From an optimization exercise on the open Yosys and OpenROAD flow, aimed at small area, a short achievable clock period and few clock cycles per item; shortcuts taken in it are not production practice.
At most, simulation tests tie the RTL to the original design; equivalence was not proved.

alpha:
// spmv_top
module spmv_top (
    input  logic        clk,
    input  logic        rst_l,
    input  logic        row_len_valid,
    input  logic [7:0]  row_len,
    output logic        row_len_credit,
    input  logic        grp_valid,
    input  logic [95:0] grp,
    output logic        grp_credit,
    output logic        out_valid,
    output logic [7:0]  out_byte,
    input  logic        out_credit
);
Settings: LEC_CHECK=0, CAP_MARGIN=20, CORE_MARGIN=2, CORE_UTILIZATION=40, SLEW_MARGIN=20; clock period 10.0 ns.
run.sh (not shown) runs the stock make flow with config.mk's settings and CLKGATE_MAP_FILE= SYNTH_SCRIPT=/design/flow/synth_recipe.tcl, a recipe that flattens the netlist after the stock synthesis.
Per the final summary, alpha finished and its layout is clean on timing, DRC and antenna.
diff inputs: alpha => beta
-- flow/config.mk --
<<< alpha, line 8
>>> beta, line 8
export ABC_CLOCK_PERIOD_IN_PS = 3000
<<< alpha, line 11
>>> beta, line 12
export SETUP_SLACK_MARGIN = 5
Notes after the runs:
Between alpha and beta, the synthesis-to-finish area growth does not differ in any meaningful way.
Compared with alpha, in beta minimum period implied by the final worst setup slack lost 160 ps; maximum frequency picked up an extra about 3.5%; final-layout clock-cell area share lost 0.17 points.
Function was not checked in any run of this note: the RTL went through the layout flow alone.


spmv_top, a different RTL version from the one above (not shown whole).
Size in the first run: ~3000 cells after synthesis, about 120 I/O pins, roughly 0.032 mm2 of cells after synthesis.
==> flow/config.mk <==
export PLATFORM = sky130hd
export DESIGN_NAME = spmv_top
export DESIGN_NICKNAME = spmv_top
export VERILOG_FILES = /design/flow/design.v
export SDC_FILE = /design/flow/constraint.sdc
export NUM_CORES = 4
export LEC_CHECK = 0
export ABC_AREA = 1
export CAP_MARGIN = 20
export CORE_MARGIN = 2
export CORE_UTILIZATION = 65
export CTS_BUF_LIST = sky130_fd_sc_hd__clkbuf_8
export CTS_CLUSTER_DIAMETER = 40
export CTS_CLUSTER_SIZE = 16
export SLEW_MARGIN = 20
==> flow/constraint.sdc <==
create_clock -name core_clock -period 10.0 [get_ports {clk}]
set_input_delay 2.0000 -clock core_clock [delete_from_list [all_inputs] [get_ports {clk}]]
set_output_delay 2.0000 -clock core_clock [all_outputs]
set_load 0.01 [all_outputs]
standard.sh (not shown) runs the stock make flow with config.mk's settings and CLKGATE_MAP_FILE= SYNTH_SCRIPT=/design/flow/synth_recipe.tcl, a recipe that flattens the netlist after the stock synthesis.
==> flow/flow/run.sh <==
#!/bin/bash
set -euo pipefail
bash standard.sh SETUP_SLACK_MARGIN=6.5 finish > make_finish.log 2>&1
Testbench counts at the start, summed over its fixed seeds: cycles 9,365, items 384.
Edit:
==> flow/run.sh (new file) <==
#!/bin/bash
# synth_recipe.tcl (not shown) runs the flow's synth.tcl, then flattens the netlist and writes it again
# the make line also repeats each setting of config.mk as NAME=value (left out here)
make -C /OpenROAD-flow-scripts/flow DESIGN_CONFIG=/design/flow/config.mk WORK_HOME=/design/flow/orfs CLKGATE_MAP_FILE= SYNTH_SCRIPT=/design/flow/synth_recipe.tcl finish
--- a/flow/config.mk
+++ b/flow/config.mk
@@ -8 +8 @@
-export ABC_AREA = 1
+export ABC_CLOCK_PERIOD_IN_PS = 3000
@@ -11,4 +11,2 @@
-export CORE_UTILIZATION = 65
-export CTS_BUF_LIST = sky130_fd_sc_hd__clkbuf_8
-export CTS_CLUSTER_DIAMETER = 40
-export CTS_CLUSTER_SIZE = 16
+export CORE_UTILIZATION = 40
+export SETUP_SLACK_MARGIN = 5
removed: flow/flow/run.sh
removed: flow/standard.sh
What happened: Utilization shrinks by 29 points. Cell count came out lower by 13%. Non-clock buffer count shrinks by 19.
Edit:
--- a/flow/config.mk
+++ b/flow/config.mk
@@ -11 +11,4 @@
-export CORE_UTILIZATION = 40
+export CORE_UTILIZATION = 65
+export CTS_BUF_LIST = sky130_fd_sc_hd__clkbuf_8
+export CTS_CLUSTER_DIAMETER = 50
+export CTS_CLUSTER_SIZE = 20
What happened: The new run passed the timing, DRC and antenna checks. Design area is lower by 4.5%. Area after synthesis stays the same. Wire length is lower by 6.2%. Cell count is lower by 14%. Global-route usage rose by 9.0 points. Via count goes down by 0.34%. Count of clock-buffer cells in the layout drops by 38. Clock skew stays flat. Core utilization rose by 26 points.
Edit:
==> flow/flow/run.sh (new file) <==
#!/bin/bash
set -euo pipefail
bash standard.sh SETUP_SLACK_MARGIN=7 finish > make_finish.log 2>&1
==> flow/standard.sh (new file) <==
#!/bin/bash
# synth_recipe.tcl (not shown) runs the flow's synth.tcl, then flattens the netlist and writes it again
# the make line also repeats each setting of config.mk as NAME=value (left out here)
make -C /OpenROAD-flow-scripts/flow DESIGN_CONFIG=/design/flow/config.mk WORK_HOME=/design/flow/orfs CLKGATE_MAP_FILE= SYNTH_SCRIPT=/design/flow/synth_recipe.tcl "${@:-finish}"
--- a/flow/config.mk
+++ b/flow/config.mk
@@ -8 +8 @@
-export ABC_CLOCK_PERIOD_IN_PS = 3000
+export ABC_AREA = 1
@@ -15 +14,0 @@
-export SETUP_SLACK_MARGIN = 5
removed: flow/run.sh
Via count is higher by 33%. Cell area went up by 9.3%. Clock skew is higher by 0.013 ns. Global-route usage goes up by 5.4 points. Core utilization increases by 6.1 points. Cell count grows by about 34%.


job 1218:
Starting RTL as in the previous note.
export LEC_CHECK = 0
export ABC_AREA = 1
export CAP_MARGIN = 20
export CORE_MARGIN = 2
export CORE_UTILIZATION = 65
export CTS_BUF_LIST = sky130_fd_sc_hd__clkbuf_8
export CTS_CLUSTER_DIAMETER = 40
export CTS_CLUSTER_SIZE = 16
export SLEW_MARGIN = 20
create_clock -name core_clock -period 10.0 [get_ports {clk}]
==> flow/flow/run.sh <==
#!/bin/bash
set -euo pipefail
bash standard.sh SETUP_SLACK_MARGIN=7.5 finish > make_finish.log 2>&1
As the logs show, job 1218 stopped at global routing (5_1_grt) after a tool error, so it never reached the end of the flow.
Testbench counts of job 1218, summed over its fixed seeds: cycles 9,365, items 384.
#### Input delta (job 786 over job 1218)
Settings: changing CTS_CLUSTER_SIZE from 16 to 20; removing ABC_AREA (formerly 1); setting SETUP_SLACK_MARGIN to 5 for the first time; setting ABC_CLOCK_PERIOD_IN_PS to 3000 for the first time; changing CTS_CLUSTER_DIAMETER from 40 to 50.
==> flow/flow/run.sh <==
#!/bin/bash
set -euo pipefail
bash standard.sh SETUP_SLACK_MARGIN=6.0 finish > make_finish.log 2>&1
==> notes.md <==
- Taking job 1218 as the reference, in job 786 post-cts gate resize count -698; detailed placement HPWL -about 14%.
- Summary of job 786 over job 1218: total clock buffers created by CTS -36, synthesized area has decreased, fraction of the mapped netlist area in compound gates went down.
- Both conditions hold for job 786: the flow ran to the end and the final layout passed the timing, DRC and antenna checks.
For job 3338, these inputs were changed with respect to job 786:
Settings: a deleted SETUP_SLACK_MARGIN that had been 5; a deleted ABC_CLOCK_PERIOD_IN_PS that had been 3000; an added ABC_AREA of 1; a change of CTS_CLUSTER_SIZE from 20 to 16; a change of CTS_CLUSTER_DIAMETER from 50 to 40.
==> flow/flow/run.sh <==
#!/bin/bash
set -euo pipefail
bash standard.sh SETUP_SLACK_MARGIN=7 finish > make_finish.log 2>&1
Findings:
For first-pass GRT wire length, dividing the value from job 3338 by the value from job 786 gives 1.2.
The sequential cell area of job 786 and that of job 3338 are within noise of each other.
The final reports for job 3338 and job 786 show total of clock buffers placed in the layout higher in the former.
Diff job 786 -> job 3338 | buffer share of cell area | increase of 2.9 points
Against job 786, hold slack in job 3338 came out better.
In the tables for job 786 and job 3338, synthesized cell count reads higher with job 3338.
Looking at total placed instance area, job 3338 sits about 1.6% higher than job 786 does.
Job 3338 vs job 786: die area up


Another version of the RTL of spmv_top (not shown whole).
Size in the first run: ~2200 cells after synthesis, about 670 flip-flops, ~120 I/O pins.
clock: 10.0 ns
lec_check: 0
cap_margin: 20
core_margin: 2
core_utilization: 65
cts_buf_list: sky130_fd_sc_hd__clkbuf_8
cts_cluster_diameter: 45
cts_cluster_size: 18
slew_margin: 20
==> flow/flow/run.sh <==
#!/bin/bash
set -euo pipefail
bash standard.sh SETUP_SLACK_MARGIN=6.75 finish > make_finish.log 2>&1
The starting point finished clean.
Testbench counts at the start, summed over its fixed seeds: cycles 9,318, items 384.
==> next run, changes <==
ABC_AREA = 1   (was default)
CORE_UTILIZATION = 75   (was 65)
- via count is higher by 23%
- synthesized cell count is higher by 37%
- worst setup slack improves by 0.24 ns
- final cell count is higher by 17%
- synthesized area is higher by 0.35%
- wire length is higher by 17%
- final area is lower by 5.2%
- critical path depth is unchanged
- global-route usage is higher by 8.1 points
==> next run, changes <==
==> flow/flow/run.sh (replaced) <==
#!/bin/bash
set -euo pipefail
bash standard.sh SETUP_SLACK_MARGIN=7 finish > make_finish.log 2>&1
CORE_UTILIZATION = 65   (was 75)
Result: The new run produced a clean layout. Setup slack gets better by 0.14 ns. Wire length came out higher by a few percent. Utilization goes down by 4.9 points. Sequential share of layout area decreases by 4.0 points. Final area went up by a little under a tenth. Worst hold slack loses 0.0041 ns. Clock skew went up by 0.016 ns. First-iteration DRC count goes down by about a fifth.
==> next run, changes <==
==> flow/flow/run.sh (replaced) <==
#!/bin/bash
set -euo pipefail
bash standard.sh SETUP_SLACK_MARGIN=6.75 finish > make_finish.log 2>&1
Effect: Area after synthesis does not change. Cell area is lower by a little under a tenth. Core utilization is lower by 6.9 points. Clock skew is lower by 0.027 ns. Routed wire length is lower by about a fifth.


spmv_top with an RTL version that a note above also has.
Size in the first run: about 670 flip-flops, ~31000 um2 of cells after synthesis.
export LEC_CHECK = 0
export ABC_CLOCK_PERIOD_IN_PS = 3000
export CAP_MARGIN = 20
export CORE_MARGIN = 2
export CORE_UTILIZATION = 65
export CTS_BUF_LIST = sky130_fd_sc_hd__clkbuf_8
export CTS_CLUSTER_DIAMETER = 50
export CTS_CLUSTER_SIZE = 20
export SETUP_SLACK_MARGIN = 5
export SLEW_MARGIN = 20
create_clock -name core_clock -period 10.0 [get_ports {clk}]
==> flow/flow/run.sh <==
#!/bin/bash
set -euo pipefail
bash standard.sh SETUP_SLACK_MARGIN=6.5 finish > make_finish.log 2>&1
The first run ran to the end with no violations.
Testbench counts at the start, summed over its fixed seeds: cycles 9,365, items 384.
==> next run, changes <==
==> flow/flow/run.sh (replaced) <==
#!/bin/bash
set -euo pipefail
bash standard.sh SETUP_SLACK_MARGIN=7 finish > make_finish.log 2>&1
Effect: The new run completed without violations. Design area goes up by 7.5%. Flip-flop and latch count stays the same. Routed wire length goes up by 16%. Die area stays the same. Register-to-register slack gains 40 ps. Synthesized area stays the same. Worst hold slack gains 11 ps. Non-clock buffer count goes up by 164. Worst setup slack gains 44 ps.

-- what the ideal ports hide --
The flow's constraints put no driver on any port. The routed layouts listed below were extracted and timed again, unchanged, in two steps.
Step 1 assumes that a clkbuf_16 drives the clock port and a buf_2 every other input.
Step 2, shift: input delay + t, output delay - t, t = (earliest + latest rising clock arrival at the registers) / 2. This alone moves slack from input paths to output paths.
Slacks: no drivers / after step 1 / after step 2; pairs: no drivers / after step 1.
run | shift t [ns] | setup slack, ns | latest minus earliest clock arrival (ns) | worst register clock-pin slew, ns
alpha | 0.669 | 5.327 / 5.327 / 5.327 | 0.033 / 0.033 | 0.06 / 0.06
beta | 0.662 | 5.485 / 5.485 / 5.485 | 0.022 / 0.022 | 0.06 / 0.06
the first run of note 2 | 0.736 | 6.581 / 6.581 / 5.869 | 0.039 / 0.039 | 0.09 / 0.09
the second run of note 2 | 0.673 | 5.555 / 5.555 / 5.555 | 0.027 / 0.028 | 0.06 / 0.06
the third run of note 2 | 0.728 | 5.503 / 5.503 / 5.171 | 0.035 / 0.035 | 0.12 / 0.12
the fourth run of note 2 | 0.766 | 6.776 / 6.716 / 6.233 | 0.042 / 0.043 | 0.12 / 0.12
job 786 | 0.754 | 6.187 / 6.187 / 5.583 | 0.031 / 0.031 | 0.12 / 0.12
job 3338 | 0.782 | 6.751 / 6.686 / 6.210 | 0.046 / 0.046 | 0.10 / 0.10
the first run of note 4 | 0.740 | 6.317 / 6.317 / 5.909 | 0.050 / 0.051 | 0.11 / 0.11
the second run of note 4 | 0.775 | 6.556 / 6.556 / 6.130 | 0.038 / 0.038 | 0.12 / 0.12
the third run of note 4 | 0.770 | 6.695 / 6.695 / 6.341 | 0.055 / 0.054 | 0.11 / 0.11
the fourth run of note 4 | 0.744 | 6.752 / 6.743 / 6.126 | 0.031 / 0.031 | 0.10 / 0.10
the first run of note 5 | 0.738 | 6.474 / 6.474 / 5.988 | 0.045 / 0.045 | 0.11 / 0.11
the second run of note 5 | 0.761 | 6.517 / 6.517 / 6.376 | 0.071 / 0.072 | 0.12 / 0.12
After both steps every run listed still meets setup and hold. The setup slack of the first run of note 2, which loses most, moves by 0.000 ns with the drivers and by -0.712 ns with both steps.
